From an optimization exercise on the open Yosys and OpenROAD flow, aimed at small area, a short achievable clock period and few clock cycles per item; shortcuts taken in it are not production practice. The RTL was checked by simulation tests, not by an equivalence proof against the original design. Power is estimated from default activity; no workload was simulated.

### flow/design.v
package ogrf_pkg;
  localparam int MAX_ROWS = 64;
  localparam int MAX_COLS = 64;
  localparam int ROW_AW   = (MAX_ROWS > 1) ? $clog2(MAX_ROWS) : 1;
  localparam int COL_AW   = (MAX_COLS > 1) ? $clog2(MAX_COLS) : 1;
  localparam int FUNC_W  = 2;
  localparam int COORD_W = 6;
  localparam int CELL_W  = 2;
  localparam int SIZE_W  = 7;
  localparam int CFG_IW  = 2;
  localparam logic [FUNC_W-1:0] FUNC_CLEAR = 2'd0;
  localparam logic [FUNC_W-1:0] FUNC_MARK  = 2'd1;
  localparam logic [FUNC_W-1:0] FUNC_READ  = 2'd2;
  localparam logic [CELL_W-1:0] CELL_FREE     = 2'd0;
  localparam logic [CELL_W-1:0] CELL_OBSTACLE = 2'd1;
  localparam logic [CELL_W-1:0] CELL_STATION  = 2'd2;
  localparam logic [CFG_IW-1:0] CFG_ROWS    = 2'd0;
  localparam logic [CFG_IW-1:0] CFG_COLS    = 2'd1;
  localparam logic [CFG_IW-1:0] CFG_STN_ROW = 2'd2;
  localparam logic [CFG_IW-1:0] CFG_STN_COL = 2'd3;
  typedef struct packed {
    logic load;        
    logic clear;       
    logic rd_issue;    
    logic mark_step;   
    logic load_out;    
  } ogrf_cmd_t;
  typedef struct packed {
    logic is_clear;    
    logic mark_go;     
    logic read_go;     
    logic last_row;    
  } ogrf_stat_t;
endpackage
import ogrf_pkg::*;
module ogrf_ctrl
(
  input  logic       clk,
  input  logic       rst_n,
  input  logic       in_valid,
  output logic       in_ready,
  output logic       out_valid,
  input  logic       out_ready,
  input  ogrf_pkg::ogrf_stat_t stat,
  output ogrf_pkg::ogrf_cmd_t  cmd
);
  typedef enum logic [4:0] {
    ST_IDLE  = 5'b00001,
    ST_EXEC  = 5'b00010,
    ST_MARK  = 5'b00100,
    ST_DRAIN = 5'b01000,
    ST_DONE  = 5'b10000
  } state_t;
  state_t state_r, state_nxt;
  logic   out_valid_r, out_valid_nxt;
  logic   out_free;
  assign in_ready  = (state_r == ST_IDLE);
  assign out_valid = out_valid_r;
  assign out_free  = !out_valid_r || out_ready;
  always_comb begin
    state_nxt = state_r;
    cmd       = '0;
    unique case (state_r)
      ST_IDLE: begin
        if (in_valid) begin
          cmd.load  = 1'b1;
          state_nxt = ST_EXEC;
        end
      end
      ST_EXEC: begin
        if (stat.mark_go) begin
          state_nxt = ST_MARK;
        end else begin
          cmd.clear    = stat.is_clear;
          cmd.rd_issue = stat.read_go;
          state_nxt    = ST_DONE;
        end
      end
      ST_MARK: begin
        cmd.mark_step = 1'b1;
        if (stat.last_row) begin
          state_nxt = ST_DRAIN;
        end
      end
      ST_DRAIN: begin
        state_nxt = ST_DONE;
      end
      ST_DONE: begin
        if (out_free) begin
          cmd.load_out = 1'b1;
          state_nxt    = ST_IDLE;
        end
      end
      default: begin
        state_nxt = ST_IDLE;
      end
    endcase
  end
  always_comb begin
    out_valid_nxt = out_valid_r;
    if (cmd.load_out) begin
      out_valid_nxt = 1'b1;
    end else if (out_ready) begin
      out_valid_nxt = 1'b0;
    end
  end
  always_ff @(posedge clk) begin
    if (!rst_n) begin
      state_r     <= ST_IDLE;
      out_valid_r <= 1'b0;
    end else begin
      state_r     <= state_nxt;
      out_valid_r <= out_valid_nxt;
    end
  end
endmodule
import ogrf_pkg::*;
module ogrf_dp
(
  input  logic               clk,
  input  logic               rst_n,
  input  logic               cfg_we,
  input  logic [ogrf_pkg::CFG_IW-1:0]  cfg_index,
  input  logic [ogrf_pkg::SIZE_W-1:0]  cfg_wdata,
  input  logic [ogrf_pkg::FUNC_W-1:0]  func,
  input  logic [ogrf_pkg::COORD_W-1:0] row_low,
  input  logic [ogrf_pkg::COORD_W-1:0] col_low,
  input  logic [ogrf_pkg::COORD_W-1:0] row_high,
  input  logic [ogrf_pkg::COORD_W-1:0] col_high,
  output logic [ogrf_pkg::CELL_W-1:0]  cell_state,
  output logic               station_refused,
  output logic               out_of_range,
  input  ogrf_pkg::ogrf_cmd_t          cmd,
  output ogrf_pkg::ogrf_stat_t         stat
);
  logic [SIZE_W-1:0]  rows_r, cols_r;
  logic [COORD_W-1:0] stn_row_r, stn_col_r;
  logic [FUNC_W-1:0]  func_r;
  logic [COORD_W-1:0] rlo_r, clo_r, rhi_r, chi_r;
  logic [MAX_COLS-1:0] mem [MAX_ROWS];
  logic [MAX_COLS-1:0] rd_data_r;
  logic [MAX_ROWS-1:0] valid_r;
  logic [ROW_AW-1:0]   row_r;
  logic [ROW_AW-1:0]   wr_row_r;
  logic                wr_pend_r;
  logic [CELL_W-1:0] cell_r;
  logic              refused_r, oor_r;
  logic [ROW_AW-1:0]   rd_addr;
  logic                rd_en;
  logic [MAX_COLS-1:0] wr_mask;
  logic [MAX_COLS-1:0] wr_data;
  logic                wr_row_is_stn;
  logic                rlo_ok, rhi_ok, clo_ok, chi_ok;
  logic                nonempty, stn_hit, stn_at_read;
  logic                mark_oor, read_oor, mark_go, read_go;
  logic [CELL_W-1:0]   cell_nxt;
  logic                refused_nxt, oor_nxt;
  logic                stored_bit;
  always_ff @(posedge clk) begin
    if (!rst_n) begin
      rows_r    <= SIZE_W'(64);
      cols_r    <= SIZE_W'(64);
      stn_row_r <= '0;
      stn_col_r <= '0;
    end else if (cfg_we) begin
      unique case (cfg_index)
        CFG_ROWS:    rows_r    <= cfg_wdata;
        CFG_COLS:    cols_r    <= cfg_wdata;
        CFG_STN_ROW: stn_row_r <= cfg_wdata[COORD_W-1:0];
        CFG_STN_COL: stn_col_r <= cfg_wdata[COORD_W-1:0];
        default: begin
        end
      endcase
    end
  end
  always_ff @(posedge clk) begin
    if (cmd.load) begin
      func_r <= func;
      rlo_r  <= row_low;
      clo_r  <= col_low;
      rhi_r  <= row_high;
      chi_r  <= col_high;
    end
  end
  assign rlo_ok = ({1'b0, rlo_r} < rows_r) && (int'(rlo_r) < MAX_ROWS);
  assign rhi_ok = ({1'b0, rhi_r} < rows_r) && (int'(rhi_r) < MAX_ROWS);
  assign clo_ok = ({1'b0, clo_r} < cols_r) && (int'(clo_r) < MAX_COLS);
  assign chi_ok = ({1'b0, chi_r} < cols_r) && (int'(chi_r) < MAX_COLS);
  assign mark_oor = !(rlo_ok && rhi_ok && clo_ok && chi_ok);
  assign read_oor = !(rlo_ok && clo_ok);
  assign nonempty = (rlo_r <= rhi_r) && (clo_r <= chi_r);
  assign mark_go  = (func_r == FUNC_MARK) && !mark_oor && nonempty;
  assign read_go  = (func_r == FUNC_READ) && !read_oor;
  assign stn_hit = (stn_row_r >= rlo_r) && (stn_row_r <= rhi_r) &&
                   (stn_col_r >= clo_r) && (stn_col_r <= chi_r);
  assign stn_at_read = (rlo_r == stn_row_r) && (clo_r == stn_col_r);
  assign stat.is_clear = (func_r == FUNC_CLEAR);
  assign stat.mark_go  = mark_go;
  assign stat.read_go  = read_go;
  assign stat.last_row = (int'(row_r) == int'(rhi_r));
  always_ff @(posedge clk) begin
    if (cmd.load) begin
      row_r <= ROW_AW'(row_low);
    end else if (cmd.mark_step) begin
      row_r <= row_r + 1'b1;
    end
  end
  assign rd_en   = cmd.mark_step || cmd.rd_issue;
  assign rd_addr = cmd.mark_step ? row_r : ROW_AW'(rlo_r);
  assign wr_row_is_stn = (int'(wr_row_r) == int'(stn_row_r));
  always_comb begin
    for (int i = 0; i < MAX_COLS; i++) begin
      wr_mask[i] = (i >= int'(clo_r)) && (i <= int'(chi_r)) &&
                   !(wr_row_is_stn && (i == int'(stn_col_r)));
    end
  end
  assign wr_data = (valid_r[wr_row_r] ? rd_data_r : '0) | wr_mask;
  always_ff @(posedge clk) begin
    if (!rst_n) begin
      wr_pend_r <= 1'b0;
    end else begin
      wr_pend_r <= cmd.mark_step;
    end
  end
  always_ff @(posedge clk) begin
    if (cmd.mark_step) begin
      wr_row_r <= row_r;
    end
  end
  always_ff @(posedge clk) begin
    if (wr_pend_r) begin
      mem[wr_row_r] <= wr_data;
    end
    if (rd_en) begin
      rd_data_r <= mem[rd_addr];
    end
  end
  always_ff @(posedge clk) begin
    if (!rst_n) begin
      valid_r <= '0;
    end else if (cmd.clear) begin
      valid_r <= '0;
    end else if (wr_pend_r) begin
      valid_r[wr_row_r] <= 1'b1;
    end
  end
  assign stored_bit = valid_r[ROW_AW'(rlo_r)] && rd_data_r[COL_AW'(clo_r)];
  always_comb begin
    cell_nxt = CELL_FREE;
    if (read_go) begin
      if (stn_at_read) begin
        cell_nxt = CELL_STATION;
      end else if (stored_bit) begin
        cell_nxt = CELL_OBSTACLE;
      end
    end
  end
  assign refused_nxt = mark_go && stn_hit;
  assign oor_nxt     = ((func_r == FUNC_MARK) && mark_oor) ||
                       ((func_r == FUNC_READ) && read_oor);
  always_ff @(posedge clk) begin
    if (cmd.load_out) begin
      cell_r    <= cell_nxt;
      refused_r <= refused_nxt;
      oor_r     <= oor_nxt;
    end
  end
  assign cell_state      = cell_r;
  assign station_refused = refused_r;
  assign out_of_range    = oor_r;
endmodule
import ogrf_pkg::*;
module occupancy_grid_rect_fill
(
  input  logic              clk,
  input  logic              rst_n,
  input  logic              cfg_we,
  input  logic [ogrf_pkg::CFG_IW-1:0] cfg_index,
  input  logic [ogrf_pkg::SIZE_W-1:0] cfg_wdata,
  input  logic              in_tvalid,
  output logic              in_tready,
  input  logic [23:0]       in_tdata,    
  input  logic [1:0]        in_tuser,    
  output logic              out_tvalid,
  input  logic              out_tready,
  output logic [7:0]        out_tdata    
);
  ogrf_pkg::ogrf_cmd_t  cmd;
  ogrf_pkg::ogrf_stat_t stat;
  logic [CELL_W-1:0] cell_state;
  logic              station_refused;
  logic              out_of_range;
  ogrf_ctrl u_ctrl (
    .clk       (clk),
    .rst_n     (rst_n),
    .in_valid  (in_tvalid),
    .in_ready  (in_tready),
    .out_valid (out_tvalid),
    .out_ready (out_tready),
    .stat      (stat),
    .cmd       (cmd)
  );
  ogrf_dp u_dp (
    .clk             (clk),
    .rst_n           (rst_n),
    .cfg_we          (cfg_we),
    .cfg_index       (cfg_index),
    .cfg_wdata       (cfg_wdata),
    .func            (in_tuser),
    .row_low         (in_tdata[5:0]),
    .col_low         (in_tdata[11:6]),
    .row_high        (in_tdata[17:12]),
    .col_high        (in_tdata[23:18]),
    .cell_state      (cell_state),
    .station_refused (station_refused),
    .out_of_range    (out_of_range),
    .cmd             (cmd),
    .stat            (stat)
  );
  assign out_tdata = {4'b0000, out_of_range, station_refused, cell_state};
endmodule
### flow/config.mk
export PLATFORM = sky130hd
export DESIGN_NAME = occupancy_grid_rect_fill
export DESIGN_NICKNAME = occupancy_grid_rect_fill
export VERILOG_FILES = /design/flow/design.v
export SDC_FILE = /design/flow/constraint.sdc
export NUM_CORES = 8
export LEC_CHECK = 0
export CAP_MARGIN = 20
export CORE_MARGIN = 2
export CORE_UTILIZATION = 40
export SLEW_MARGIN = 20
export SYNTH_MEMORY_MAX_BITS = 8192
### flow/run.sh
#!/bin/bash
# synth_recipe.tcl (not shown) runs the flow's synth.tcl, then flattens the netlist and writes it again
# the make line also repeats each setting of config.mk as NAME=value (left out here)
make -C /OpenROAD-flow-scripts/flow DESIGN_CONFIG=/design/flow/config.mk WORK_HOME=/design/flow/orfs CLKGATE_MAP_FILE= SYNTH_SCRIPT=/design/flow/synth_recipe.tcl finish
### flow/constraint.sdc
create_clock -name core_clock -period 8.0 [get_ports {clk}]
set_input_delay 1.6000 -clock core_clock [delete_from_list [all_inputs] [get_ports {clk}]]
set_output_delay 1.6000 -clock core_clock [all_outputs]
set_load 0.01 [all_outputs]
==> results.toml <==
[floorplan]
dieArea_sq_mm = 0.431
num_rows = 239
die_w_microns = 656
coreArea_sq_mm = 0.424
io_pins = 50
start_util_pct = 40.2
die_y_microns = 656

[final_layout]
drive_gt1_share_pct = 8.80
layout.nets = 12100
multi_input_area_sq_mm = 0.0392
fillCellCount = 36900
utilization_pct = 45.2
fin_area_sq_mm = 0.192
final-seq-area_sq_mm = 0.128
layout_commonest_cell = "edfxtp_1"
area_growth_pct = 12.6
mostFrequentLayoutCells = "4202 x edfxtp_1, 2799 x nand2_1, 1020 x a21oi_1"

[synthesis]
syn_inst = 12000
syn_avg_cell_area_sq_um = 14.2
synth_top_area_share_pct = 74.2
synth-seq-cells = 4299
synth_warnings = 2
ys_seq_area_share_pct = 75.3
synthFlopType = "edfxtp_1"
netlist_area_sq_mm = 0.170
async_reset_ff_share_pct = 0
yosysTopAreaCell = "edfxtp_1"
synth_cell_types = 67
synth_edf_count = 4202
synth.area.top_cells = "edfxtp_1 74%, nand2_1 6.2%, mux2i_1 4.0%, a21oi_1 3.0%, nand3_1 1.6%"

[setup_path]
crit_fanout = 16
crit_slowest_cell = "edfxtp_1"
crit_start = "u_dp.chi_r[4]"
cp-start-kind = "flip-flop"
required_ns = 8.68
worst_r2r_startpoint = "u_dp.chi_r[4]"
worst-path-buf-inv = 1
path_delay_family = "compound AO/OA/AOI/OAI gates"
worstPathArrival_ns = 5.74
cpPeakStageDelay_ns = 0.91
path_class = "reg -> reg"
endpoint_kind = "flip-flop"
cp_cell_sequence = "inv_1, ha_1, and4_1, a21oi_1, a32oi_1, or3_1, nor4_2, o21ai_0, a2111oi_0"

[timing]
tightestPinTransition_ns = 1.35
rsz0062_at_grt = "no"
relSlewSlack_pct = 9.72
period_needed_ns = 5.06
setup_tns_ns = 0
min_period_over_period_pct = 63.2
setup_viol = 0
slew_violations = 0
finalHoldViolCount = 0
fmax_mhz = 198
finClkSkew_ns = 0.0822

[min_path]
hold_path_class = "reg -> reg"
hp-start = "u_dp.valid_r[30]"

[grt]
grt_max_degree = 196
antenna_found_initial = 24
grt.total_usage_pct = 25.6
grt_pass1_wl_microns = 789000
grt_pass1_vias = 99800
grt-ovfl-total = 0

[clock_network]
post_cts_buffers = 0
clock_path_buffers = 4
h-tree-depth = 5
numCtsBuffers = 423
root_buffer = "clkbuf_16"
insertion_delay_ns = 1.01
cts_tree = "yes"
ctsHoldBuffers = 0
cts.clk_slew.worst_paths_ns = 0.07
clock_sinks = 4299
post_cts_resized = 0

[placed_design]
dp_hpwl_microns = 289000
port_buffers = 45
place_area_sq_mm = 0.178
gp_congestion = 0.947

[routing]
via_per_inst = 6.07
drtIter0Drc = 18600
routedWlPerCell_microns = 31.8
num_vias = 109000
ant_nets = 0
finalWirelength_microns = 572000
drc_errors = 0
first_pass_iters = 9

[outcome]
status = "no timing/DRC/antenna violations"

[power_and_ir_drop]
power_w = 0.0468
leakagePower_nw = 65.2
p_per_area_mw_per_mm2 = 244
vdd_ir_drop_max_v = 0.000187

[flow_run]
maxCapViolCount = 0
-- power by group --
group / switching, W / total, W / internal (W)
sequential: 0.0000515 / 0.0249 / 0.0248
combinational: 0.00201 / 0.00277 / 0.000756
clock: 0.00861 / 0.0192 / 0.0106
-- through the flow --
step | worst slack [ns] | hold WS (ns) | std cells
6_report | 2.94 | 0.496 | 18000
4_1_cts | 2.91 | 0.491 | 18000
3_3_place_gp | 2.96 | 0.464 | 17200
2_1_floorplan | 2.37 | 0.424 | 12000
5_1_grt | 2.83 | 0.520 | 18000
3_5_place_dp | 2.92 | 0.474 | 17200
-- area by class of cell --
type	count	area share (%)
flip-flops and latches	4299	66.9
clock inverters	247	1.07
multi-input cells	6833	20.5
inverters	49	0.0960
clock buffers	533	5.79
well taps	5663	3.70
diodes	15	0.0196
repair buffers	363	1.97
-- cells in the mapped netlist, drive strengths merged (11+ instances only) --
cell       n
edfxtp  4202
nand2   2802
a21oi   1021
mux2i    676
nand3    530
clkbuf   396
buf      387
a31oi    274
and3     265
a32oi    261
nor2     239
a22oi    133
a222oi   128
dfxtp     97
nand4     67
ha        61
inv       45
o21ai     40
mux4      39
a21o      34
a32o      22
a221oi    20
nor3      20
a211oi    18
a22o      17
nor4      14
and2      13
nor2b     12
o31ai     12
nand3b    11
xnor2     11
xor2      11
-- worst paths after layout --
check	slack [ns]	to	cells past startpoint
max	2.94	u_dp.refused_r	9
max reg2reg	2.94	u_dp.refused_r	9
min reg2reg	0.50	u_dp.valid_r[30]	2
min	0.50	u_dp.valid_r[30]	2
-- metal layers --
layer | GRT usage [%] | routed length [microns]
met1 | 36.3 | 225000
met2 | 38.6 | 253000
met3 | 5.38 | 69000
met4 | 10.3 | 25200
met5 | 0 | 27
-- registers in the layout, summed over array words and instances (netlist names) --
name,flops
u_dp.rd_data_r,64
u_ctrl.out_valid_r,1
u_dp.wr_pend_r,1
u_dp.stn_row_r,6
u_dp.chi_r,6
u_dp.refused_r,1
u_dp.mem,4096
u_dp.oor_r,1
u_dp.wr_row_r,6
u_dp.cell_r,2
u_dp.clo_r,6
u_dp.rows_r,7
u_dp.rlo_r,6
u_ctrl.state_r,5
u_dp.stn_col_r,6
u_dp.valid_r,64
u_dp.rhi_r,6
u_dp.row_r,6
u_dp.cols_r,7
u_dp.func_r,2
-- tightest hold or removal path, delay by kind of cell (launching register included) --
| family | cells | cell delay [ns] |
|---|---|---|
| flip-flops | 1 | 0.34 |
| AO/OA/AOI/OAI | 1 | 0.05 |
| AND/OR/NAND/NOR | 1 | 0.07 |
-- cells by family after synthesis --
family                   count (synthesis)  share of synthesized area, %
flip-flops                            4299                          75.3
AND/OR/NAND/NOR                       4002                          9.87
AO/OA/AOI/OAI                         2022                          7.61
buffers and inverters                  832                          2.11
multiplexers                           722                          4.54
adder cells (fa/ha/maj)                 61                         0.449
XOR/XNOR                                22                         0.113
other                                    1                       0.00220
Testbench counts, summed over its fixed seeds: cycles 18,985, requests 3,200.

==> port drivers added, routing unchanged <==
Ports are ideal in the flow. The routed layout listed here was re-timed in OpenROAD.
Step 1 sets driving cells, clkbuf_16 on the clock port and buf_2 on the other inputs (assumed; they add their load-dependent delay and slew).
Step 2, shift: input delay + t, output delay - t, t = (earliest + latest rising clock arrival at the registers) / 2. This alone moves slack from input paths to output paths.
Three values: no drivers, after step 1, after step 2; two values: the first two.
t (ns): 1.087
setup WS [ns]: 2.941 / 2.941 / 2.941
hold WS [ns]: 0.496 / 0.496 / 0.496
latest minus earliest clock arrival (ns): 0.083 / 0.084
slew at the worst register clock pin (ns): 0.07 / 0.07
After both steps setup and hold are still met in this run. For this run, drivers alone change the setup slack by 0.000 ns; drivers and shift together by 0.000 ns.
